This design comes from an exercise in tuning for small area, a short achievable clock period and few clock cycles on the open sky130 flow, not from production work. The RTL was checked by simulation tests, not by an equivalence proof against the original design. Power is estimated from default activity; no workload was simulated.

==> flow/config.mk <==
export PLATFORM = sky130hd
export DESIGN_NAME = mvm_top
export DESIGN_NICKNAME = mvm_top
export VERILOG_FILES = /design/flow/design.v
export SDC_FILE = /design/flow/constraint.sdc
export NUM_CORES = 4
export LEC_CHECK = 0
export CAP_MARGIN = 20
export CORE_MARGIN = 2
export CORE_UTILIZATION = 40
export SLEW_MARGIN = 20
==> flow/design.v <==
`timescale 1ns/100ps
`default_nettype none
module operand_store (
	input  logic                                      clk,
	input  logic                                      rst,
	input  logic                                      mat_we,
	input  logic                                      vec_we,
	input  logic [2:0]                                wr_row,
	input  logic [2:0]                                wr_col,
	input  logic [8-1:0]                    wr_data,
	input  logic [4*3-1:0]                  rd_row,   
	input  logic [2:0]                                rd_col,   
	output logic [4*8-1:0]        rd_mat,
	output logic [8-1:0]                    rd_vec
);
	logic [8-1:0] mat [8*8];
	logic [8-1:0] vec [8];
	always_ff @(posedge clk or negedge rst)
	begin
		if (!rst)
		begin
			for (int r = 0; r < 8; r++)
			begin
				vec[r] <= '0;
				for (int c = 0; c < 8; c++)
					mat[r*8+c] <= '0;
			end
		end
		else
		begin
			if (mat_we)
				mat[{wr_row, wr_col}] <= wr_data;
			if (vec_we)
				vec[wr_col] <= wr_data;  
		end
	end
	always_comb
	begin
		for (int p = 0; p < 4; p++)
			rd_mat[p*8 +: 8] = mat[{rd_row[p*3 +: 3], rd_col}];
	end
	assign rd_vec = vec[rd_col];  
endmodule
`default_nettype wire
`timescale 1ns/100ps
`default_nettype none
module proc_element #(
	parameter int pe_num = 0  
) (
	input  logic                      clk,
	input  logic                      rst,
	input  logic                      pe_clr,    
	input  logic                      pe_en,     
	input  logic                      pass,      
	input  logic [3:0]                n,
	input  logic [8-1:0]    mat_elem,
	input  logic [8-1:0]    vec_elem,
	output logic [2:0]                row,
	output logic                      out_valid,   
	output logic [2:0]                out_row,
	output logic                      out_row_ok,  
	output logic [20-1:0]     out_value
);
	localparam logic [2:0] base_row   = 3'(pe_num);
	localparam logic [2:0] row_stride = 3'(4);
	logic [2*8-1:0] product;
	logic [20-1:0]    acc;
	logic                     en_q;    
	logic                     flush;
	logic                     row_ok;
	assign row = pass ? base_row + row_stride : base_row;
	assign product = mat_elem * vec_elem;
	assign row_ok = {1'b0, row} < n;
	assign flush = en_q & ~pe_en;
	always_ff @(posedge clk or negedge rst)
	begin
		if (!rst)
			en_q <= 1'b0;
		else
			en_q <= pe_en;
	end
	always_ff @(posedge clk)
	begin
		if (pe_clr)
			acc <= '0;
		else if (pe_en)
			acc <= acc + 20'(product);
	end
	assign out_valid  = flush;
	assign out_row    = row;
	assign out_row_ok = row_ok;
	assign out_value  = acc;
endmodule
`default_nettype wire
`timescale 1ns/100ps
`default_nettype none
module column_counter (
	input  logic        clk,
	input  logic        rst,
	input  logic        col_clr,   
	input  logic        col_en,
	input  logic [3:0]  n,         
	output logic [2:0]  col,
	output logic        last_col
);
	always_ff @(posedge clk or negedge rst)
	begin
		if (!rst)
			col <= 3'd0;
		else if (col_clr)
			col <= 3'd0;
		else if (col_en)
			col <= col + 3'd1;  
	end
	assign last_col = ({1'b0, col} == n - 4'd1);
endmodule
`default_nettype wire
`timescale 1ns/100ps
`default_nettype none
module seq_ctrl (
	input  logic                   clk,
	input  logic                   rst,
	input  logic                   cmd_req,
	input  logic [17-1:0]  cmd,
	input  logic                   last_col,
	input  logic                   deliver_done,
	output logic                   cmd_ack,
	output logic                   mat_we,
	output logic                   vec_we,
	output logic [3:0]             n,
	output logic                   col_clr,
	output logic                   col_en,
	output logic                   pe_clr,
	output logic                   pe_en,
	output logic                   pass,
	output logic                   deliver_start
);
	logic [2:0]  state;
	logic [1:0]  cmd_op;
	logic        accept;    
	logic [3:0]  run_n;
	logic        run_ok;    
	logic        run_q;     
	assign cmd_op = cmd[16:15];
	assign accept = (state == 3'd0) && cmd_req;
	assign run_n  = cmd[4:1];  
	assign run_ok = (cmd_op == 2'd2) && (run_n != 4'd0) && (run_n <= 4'(8));
	assign mat_we = accept && (cmd_op == 2'd0);
	assign vec_we = accept && (cmd_op == 2'd1);
	assign col_clr = (state == 3'd2) || (state == 3'd4);
	assign pe_clr  = col_clr;
	assign col_en  = (state == 3'd3);
	assign pe_en   = col_en;
	always_ff @(posedge clk or negedge rst)
	begin
		if (!rst)
		begin
			state         <= 3'd0;
			cmd_ack       <= 1'b0;
			run_q         <= 1'b0;
			n             <= 4'd0;
			pass          <= 1'b0;
			deliver_start <= 1'b0;
		end
		else
		begin
			deliver_start <= 1'b0;  
			case (state)
				3'd0:
					if (cmd_req)
					begin
						cmd_ack <= 1'b1;
						run_q   <= run_ok;
						if (run_ok)
							n <= run_n;  
						state   <= 3'd1;
					end
				3'd1:
					if (!cmd_req)
					begin
						cmd_ack <= 1'b0;
						state   <= run_q ? 3'd2 : 3'd0;
					end
				3'd2:
				begin
					pass  <= 1'b0;
					state <= 3'd3;
				end
				3'd3:
					if (last_col)
						state <= 3'd4;
				3'd4:
					if (!pass && (n > 4'(4)))
					begin
						pass  <= 1'b1;  
						state <= 3'd3;
					end
					else
					begin
						deliver_start <= 1'b1;
						state         <= 3'd5;
					end
				3'd5:
					if (deliver_done)
					begin
						run_q <= 1'b0;
						state <= 3'd0;
					end
				default:
					state <= 3'd0;
			endcase
		end
	end
endmodule
`default_nettype wire
`timescale 1ns/100ps
`default_nettype none
module result_buffer (
	input  logic                                clk,
	input  logic                                rst,
	input  logic [4-1:0]              pe_valid,
	input  logic [4*3-1:0]            pe_row,
	input  logic [4-1:0]              pe_row_ok,
	input  logic [4*20-1:0]   pe_value,
	input  logic [3:0]                          n,
	input  logic                                deliver_start,
	input  logic                                res_ack,
	output logic                                res_req,
	output logic [23-1:0]               res,
	output logic                                deliver_done
);
	logic [20-1:0] row_val [8];
	logic                  active;      
	logic [3:0]            sent;        
	logic                  idle_ph;     
	logic                  offer_next;
	logic                  finish;
	assign idle_ph    = active & ~res_req & ~res_ack;
	assign offer_next = idle_ph & (sent != n);
	assign finish     = idle_ph & (sent == n);  
	always_ff @(posedge clk)
	begin
		for (int i = 0; i < 4; i++)
			if (pe_valid[i] && pe_row_ok[i])
				row_val[pe_row[i*3 +: 3]] <= pe_value[i*20 +: 20];
	end
	always_ff @(posedge clk or negedge rst)
	begin
		if (!rst)
		begin
			active       <= 1'b0;
			sent         <= 4'd0;
			res_req      <= 1'b0;
			deliver_done <= 1'b0;
		end
		else
		begin
			deliver_done <= 1'b0;
			if (deliver_start)
			begin
				active  <= 1'b1;
				sent    <= 4'd1;   
				res_req <= 1'b1;
			end
			else if (res_req && res_ack)
				res_req <= 1'b0;   
			else if (offer_next)
			begin
				res_req <= 1'b1;
				sent    <= sent + 4'd1;
			end
			else if (finish)
			begin
				active       <= 1'b0;
				deliver_done <= 1'b1;
			end
		end
	end
	always_ff @(posedge clk)
	begin
		if (deliver_start)
			res <= {3'd0, row_val[0]};
		else if (offer_next)
			res <= {sent[2:0], row_val[sent[2:0]]};
	end
endmodule
`default_nettype wire
`timescale 1ns/100ps
`default_nettype none
module mvm_top (
	input  logic                   clk,
	input  logic                   rst,
	input  logic                   cmd_req,
	input  logic [17-1:0]  cmd,      
	input  logic                   res_ack,
	output logic                   cmd_ack,
	output logic                   res_req,
	output logic [23-1:0]  res       
);
	logic                                     mat_we;
	logic                                     vec_we;
	logic [3:0]                               n;
	logic                                     col_clr;
	logic                                     col_en;
	logic                                     pe_clr;
	logic                                     pe_en;
	logic                                     pass;
	logic                                     deliver_start;
	logic                                     deliver_done;
	logic [2:0]                               col;
	logic                                     last_col;
	logic [4*3-1:0]                 pe_row;   
	logic [4*8-1:0]       pe_mat;
	logic [8-1:0]                   vec_col;  
	logic [4-1:0]                   rep_valid;
	logic [4*3-1:0]                 rep_row;
	logic [4-1:0]                   rep_row_ok;
	logic [4*20-1:0]        rep_value;
	seq_ctrl u_seq_ctrl (
		.clk           (clk),
		.rst           (rst),
		.cmd_req       (cmd_req),
		.cmd           (cmd),
		.last_col      (last_col),
		.deliver_done  (deliver_done),
		.cmd_ack       (cmd_ack),
		.mat_we        (mat_we),
		.vec_we        (vec_we),
		.n             (n),
		.col_clr       (col_clr),
		.col_en        (col_en),
		.pe_clr        (pe_clr),
		.pe_en         (pe_en),
		.pass          (pass),
		.deliver_start (deliver_start)
	);
	operand_store u_operand_store (
		.clk     (clk),
		.rst     (rst),
		.mat_we  (mat_we),
		.vec_we  (vec_we),
		.wr_row  (cmd[14:12]),
		.wr_col  (cmd[11:9]),
		.wr_data (cmd[8:1]),
		.rd_row  (pe_row),
		.rd_col  (col),
		.rd_mat  (pe_mat),
		.rd_vec  (vec_col)
	);
	column_counter u_column_counter (
		.clk      (clk),
		.rst      (rst),
		.col_clr  (col_clr),
		.col_en   (col_en),
		.n        (n),
		.col      (col),
		.last_col (last_col)
	);
	for (genvar p = 0; p < 4; p++)
	begin : g_pe
		proc_element #(.pe_num(p)) u_proc_element (
			.clk        (clk),
			.rst        (rst),
			.pe_clr     (pe_clr),
			.pe_en      (pe_en),
			.pass       (pass),
			.n          (n),
			.mat_elem   (pe_mat[p*8 +: 8]),
			.vec_elem   (vec_col),
			.row        (pe_row[p*3 +: 3]),
			.out_valid  (rep_valid[p]),
			.out_row    (rep_row[p*3 +: 3]),
			.out_row_ok (rep_row_ok[p]),
			.out_value  (rep_value[p*20 +: 20])
		);
	end
	result_buffer u_result_buffer (
		.clk           (clk),
		.rst           (rst),
		.pe_valid      (rep_valid),
		.pe_row        (rep_row),
		.pe_row_ok     (rep_row_ok),
		.pe_value      (rep_value),
		.n             (n),
		.deliver_start (deliver_start),
		.res_ack       (res_ack),
		.res_req       (res_req),
		.res           (res),
		.deliver_done  (deliver_done)
	);
endmodule
`default_nettype wire
==> flow/constraint.sdc <==
create_clock -name core_clock -period 7.0 [get_ports {clk}]
set_input_delay 1.4000 -clock core_clock [delete_from_list [all_inputs] [get_ports {clk}]]
set_output_delay 1.4000 -clock core_clock [all_outputs]
set_load 0.01 [all_outputs]
==> flow/run.sh <==
#!/bin/bash
# synth_recipe.tcl (not shown) runs the flow's synth.tcl, then flattens the netlist and writes it again
# the make line also repeats each setting of config.mk as NAME=value (left out here)
make -C /OpenROAD-flow-scripts/flow DESIGN_CONFIG=/design/flow/config.mk WORK_HOME=/design/flow/orfs CLKGATE_MAP_FILE= SYNTH_SCRIPT=/design/flow/synth_recipe.tcl finish
==> flow_metrics.env <==
export IMPL_synth_edff_count=180
export IMPL_p_seq_frac=0.477
export IMPL_synth_top_area_frac=0.311
export IMPL_grt_max_degree=173
export IMPL_grt_pass1_vias=33186
export IMPL_insertion_delay_ns=0.71
export IMPL_syn_num_nets=4466
export IMPL_die_h_um=351
export IMPL_leakage_nw=25.7
export IMPL_detailedPlace_worstSlack_ns=-0.0822
export IMPL_clockRootBuffer="clkbuf_16"
export IMPL_clock_power_share=0.506
export IMPL_first_pass_iters=8
export IMPL_worstMarginPinSlew_ns=1.12
export IMPL_core_area_um2=120000
export IMPL_synth_cells=4069
export IMPL_status="complete, no violations"
export IMPL_drc=0
export IMPL_total_power_mw=10.7
export IMPL_ys_types=87
export IMPL_yosysTopAreaCell="dfrtp_1"
export IMPL_cap_violations=0
export IMPL_synthTopCellsByCount="598 x dfrtp_1, 507 x mux2_2, 393 x inv_1"
export IMPL_cts_buffers=95
export IMPL_setup_slack_ns=0.214
export IMPL_swShare=0.216
export IMPL_hold_class="reg -> reg"
export IMPL_portBuffers=44
export IMPL_required_ns=7.55
export IMPL_drt_initial_drc_count=2867
export IMPL_yosysWarnings=10
export IMPL_start_util=0.403
export IMPL_max_freq_mhz=147
export IMPL_worstSetupPathType="reg -> reg"
export IMPL_rows=127
export IMPL_slowest_delay_ns=0.53
export IMPL_final_area_um2=55200
export IMPL_track_usage=0.221
export IMPL_wl_per_cell_um=23.0
export IMPL_relSlewSlack=0.249
export IMPL_syn2layout_area_growth_pct=14.6
export IMPL_place_hpwl_um=91400
export IMPL_synth_top_flop_cell="dfrtp_1"
export IMPL_avgSynthCellArea_um2=11.8
export IMPL_dpl_cell_area_um2=51500
export IMPL_setup_violations=0
export IMPL_synthTopCellsByArea="dfrtp_1 31%, mux2_2 12%, edfxtp_1 11%, fa_1 8.3%, ha_1 4.6%"
export IMPL_start_kind="flop"
export IMPL_wl_um=135000
export IMPL_drtAntennaViolNets=0
export IMPL_hold_viol=0
export IMPL_grt_pass1_wl_um=208000
export IMPL_dieWidth_um=351
export IMPL_die_area_um2=123000
export IMPL_num_nets_final=4592
export IMPL_p_int_mw=8.37
export IMPL_final_layout_size_suffix_gt1_frac=0.279
export IMPL_irDropWorstVdd_uv=191
export IMPL_antenna_found_initial=3
export IMPL_crit_top_cell="inv_1"
export IMPL_fin_crit_sh=0.969
export IMPL_critPathSlowestCell="fa_1"
export IMPL_htree_levels=3
export IMPL_path_clk_slew_ns=0.06
export IMPL_cts_sinks=861
export IMPL_ys_ff_latch=861
export IMPL_route_vias_total=32675
export IMPL_cp_max_fo=23
export IMPL_via_per_inst=5.55
export IMPL_cp_end_kind="flop"
export IMPL_synthArstFlopShare=0.695
export IMPL_overflow=0
export IMPL_ys_seq_area_frac=0.457
export IMPL_netlist_area_um2=48200
export IMPL_fin_tns_setup_ns=0
export IMPL_power_frac_comb=0.017
export IMPL_gp_congestion=0.857
export IMPL_cp_arrival_ns=7.34
export IMPL_powerDensity_nw_per_um2=194
export IMPL_ios=46
export IMPL_fillers=10920
export IMPL_fin_skew_ns=0.0546
export IMPL_cts_tree="done"
export IMPL_report_final_slew_viol_count=0
export IMPL_ctsLongestPathBuffers=3
export IMPL_net_switching_power_mw=2.31
export IMPL_fin_crit_ns=6.79
export IMPL_yosysMostFrequentCell="dfrtp_1"
-- power by group through the flow --
stage                     Sequential, mW  Clock (mW)  Combinational, mW
after floorplan                     5.19           0             0.0585
after global placement              5.19           0              0.187
after detailed placement            5.19           0              0.187
after CTS                           5.10        5.49              0.188
after global routing                5.09        5.70              0.202
final                               5.10        5.40              0.183
-- sequential cells by signal, summed over array words and instances, names as in the netlist --
signal / flops
g_pe.u_proc_element.acc: 80
g_pe.u_proc_element.en_q: 1
u_column_counter.col: 3
u_operand_store.mat: 512
u_operand_store.vec: 64
u_result_buffer.active: 1
u_result_buffer.deliver_done: 1
u_result_buffer.res: 23
u_result_buffer.res_req: 1
u_result_buffer.row_val: 160
u_result_buffer.sent: 4
u_seq_ctrl.cmd_ack: 1
u_seq_ctrl.deliver_start: 1
u_seq_ctrl.n: 4
u_seq_ctrl.pass: 1
u_seq_ctrl.run_q: 1
u_seq_ctrl.state: 3
-- path summary, 6_finish.rpt --
| check | startpoint | end | slack (ns) | cells past startpoint |
|---|---|---|---|---|
| worst max-delay path | u_column_counter.col[1]$_DFFE_PN0P_ | g_pe[2].u_proc_element.acc[17]$_SDFFE_PN0P_ | 0.21 | 26 |
| worst min-delay path | u_result_buffer.res[20]$_SDFFE_PP0P_ | u_result_buffer.res[20]$_SDFFE_PP0P_ | 0.45 | 2 |
| worst max register to register | u_column_counter.col[1]$_DFFE_PN0P_ | g_pe[2].u_proc_element.acc[17]$_SDFFE_PN0P_ | 0.21 | 26 |
| worst min register to register | u_result_buffer.res[20]$_SDFFE_PP0P_ | u_result_buffer.res[20]$_SDFFE_PP0P_ | 0.45 | 2 |
| max in group asynchronous | rst | u_operand_store.mat[50][6]$_DFFE_PN0P_ | 4.81 | 2 |
| min in group asynchronous | rst | u_operand_store.mat[15][5]$_DFFE_PN0P_ | 0.70 | 1 |
-- metrics by stage --
stage | cells | hold slack [ns] | util
after floorplan | 4069 | 0.426 | -
after global placement | 5691 | 0.436 | 0.430
after detailed placement | 5691 | 0.444 | 0.430
after CTS | 5869 | 0.452 | 0.459
after global routing | 5885 | 0.487 | 0.461
final | 5886 | 0.454 | 0.461
-- area by class of cell --
class                      instances  area [um^2]  share of cell area
multi-input combinational       2560        23800               0.431
timing repair buffer             284         2500              0.0453
sequential                       861        22000               0.399
antenna                            1         2.50           0.0000453
tap                             1612         2020              0.0365
clock buffer                     137         2740              0.0496
clock inverter                    38          658              0.0119
inverter                         393         1480              0.0267
-- cells by family (layout without fill, tap and decap cells) --
kind of cell | count (synthesis) | count (layout) | synth area share
AOI/OAI and AO/OA | 645 | 645 | 0.0938
xor gates and xnor gates | 52 | 52 | 0.00946
adders and majority gates | 376 | 376 | 0.129
buffers and inverters | 648 | 852 | 0.0540
DFF | 861 | 861 | 0.457
muxes | 668 | 668 | 0.173
other | 0 | 1 | 0
and+or+nand+nor | 819 | 819 | 0.0836
-- cells in the final DEF (no fill, tap or decap), types with 48 or more instances in the layout --
cell / netlist / routed
a221oi_1: 58 / 55
nor2_1: 245 / 236
o21ai_0: 117 / 114
mux2_4: 80 / 80
edfxtp_1: 180 / 180
a21oi_1: 147 / 144
buf_4: 12 / 213
mux2_2: 507 / 507
a22oi_1: 60 / 60
fa_1: 200 / 200
a222oi_1: 63 / 63
ha_1: 176 / 172
nand3_1: 65 / 65
dfrtp_1: 598 / 593
nand2_1: 265 / 263
mux4_2: 48 / 48
clkbuf_16: 0 / 96
dfxtp_1: 83 / 83
inv_1: 393 / 391
-- worst max-delay path, delay by kind of cell (launching register included) --
family | cells | cell delay [ns]
xor gates and xnor gates | 1 | 0.16
adders and majority gates | 6 | 2.53
AOI/OAI and AO/OA | 10 | 2.47
and+or+nand+nor | 2 | 0.24
DFF | 1 | 0.41
buffers and inverters | 7 | 0.81
-- timing repair --
item                                    4_1_cts  5_1_grt
resized for setup                             0       29
pin swaps                                     1       15
endpoints found under the setup margin        3       29
hold buffers                                  0        0
setup buffers                                 3       16
-- routing by layer --
metal / up-vias / share of wire / GRT usage
met1: 16987 / 0.45 / 0.309
met2: 914 / 0.47 / 0.357
met5: - / 0.00022 / 0
met4: 4 / 0.028 / 0.0604
li1: 14569 / - / -
met3: 201 / 0.054 / 0.0313
Testbench counts, summed over its fixed seeds: cycles 15,106.

==> separate check: timing with driven ports <==
How much do the figures lean on ideal ports? The routed layout below was timed once more, with nothing changed but the port constraints.
Step 1: set_driving_cell puts a clkbuf_16 on clk and a buf_2 on each other input, an assumption about the parent block.
Step 2, shift: input delay + t, output delay - t, t = (earliest + latest rising clock arrival at the registers) / 2. This alone moves slack from input paths to output paths.
Slacks: no drivers / after step 1 / after step 2; pairs: no drivers / after step 1.
t (ns): 0.750
slack for setup (ns): 0.214 / 0.214 / 0.214
hold slack, ns: 0.454 / 0.454 / 0.454
latest minus earliest clock arrival (ns): 0.054 / 0.054
worst data-port slew with drivers (ns): 0.08
After both steps setup and hold are still met in this run. For this run, drivers alone change the setup slack by 0.000 ns; drivers and shift together by 0.000 ns.
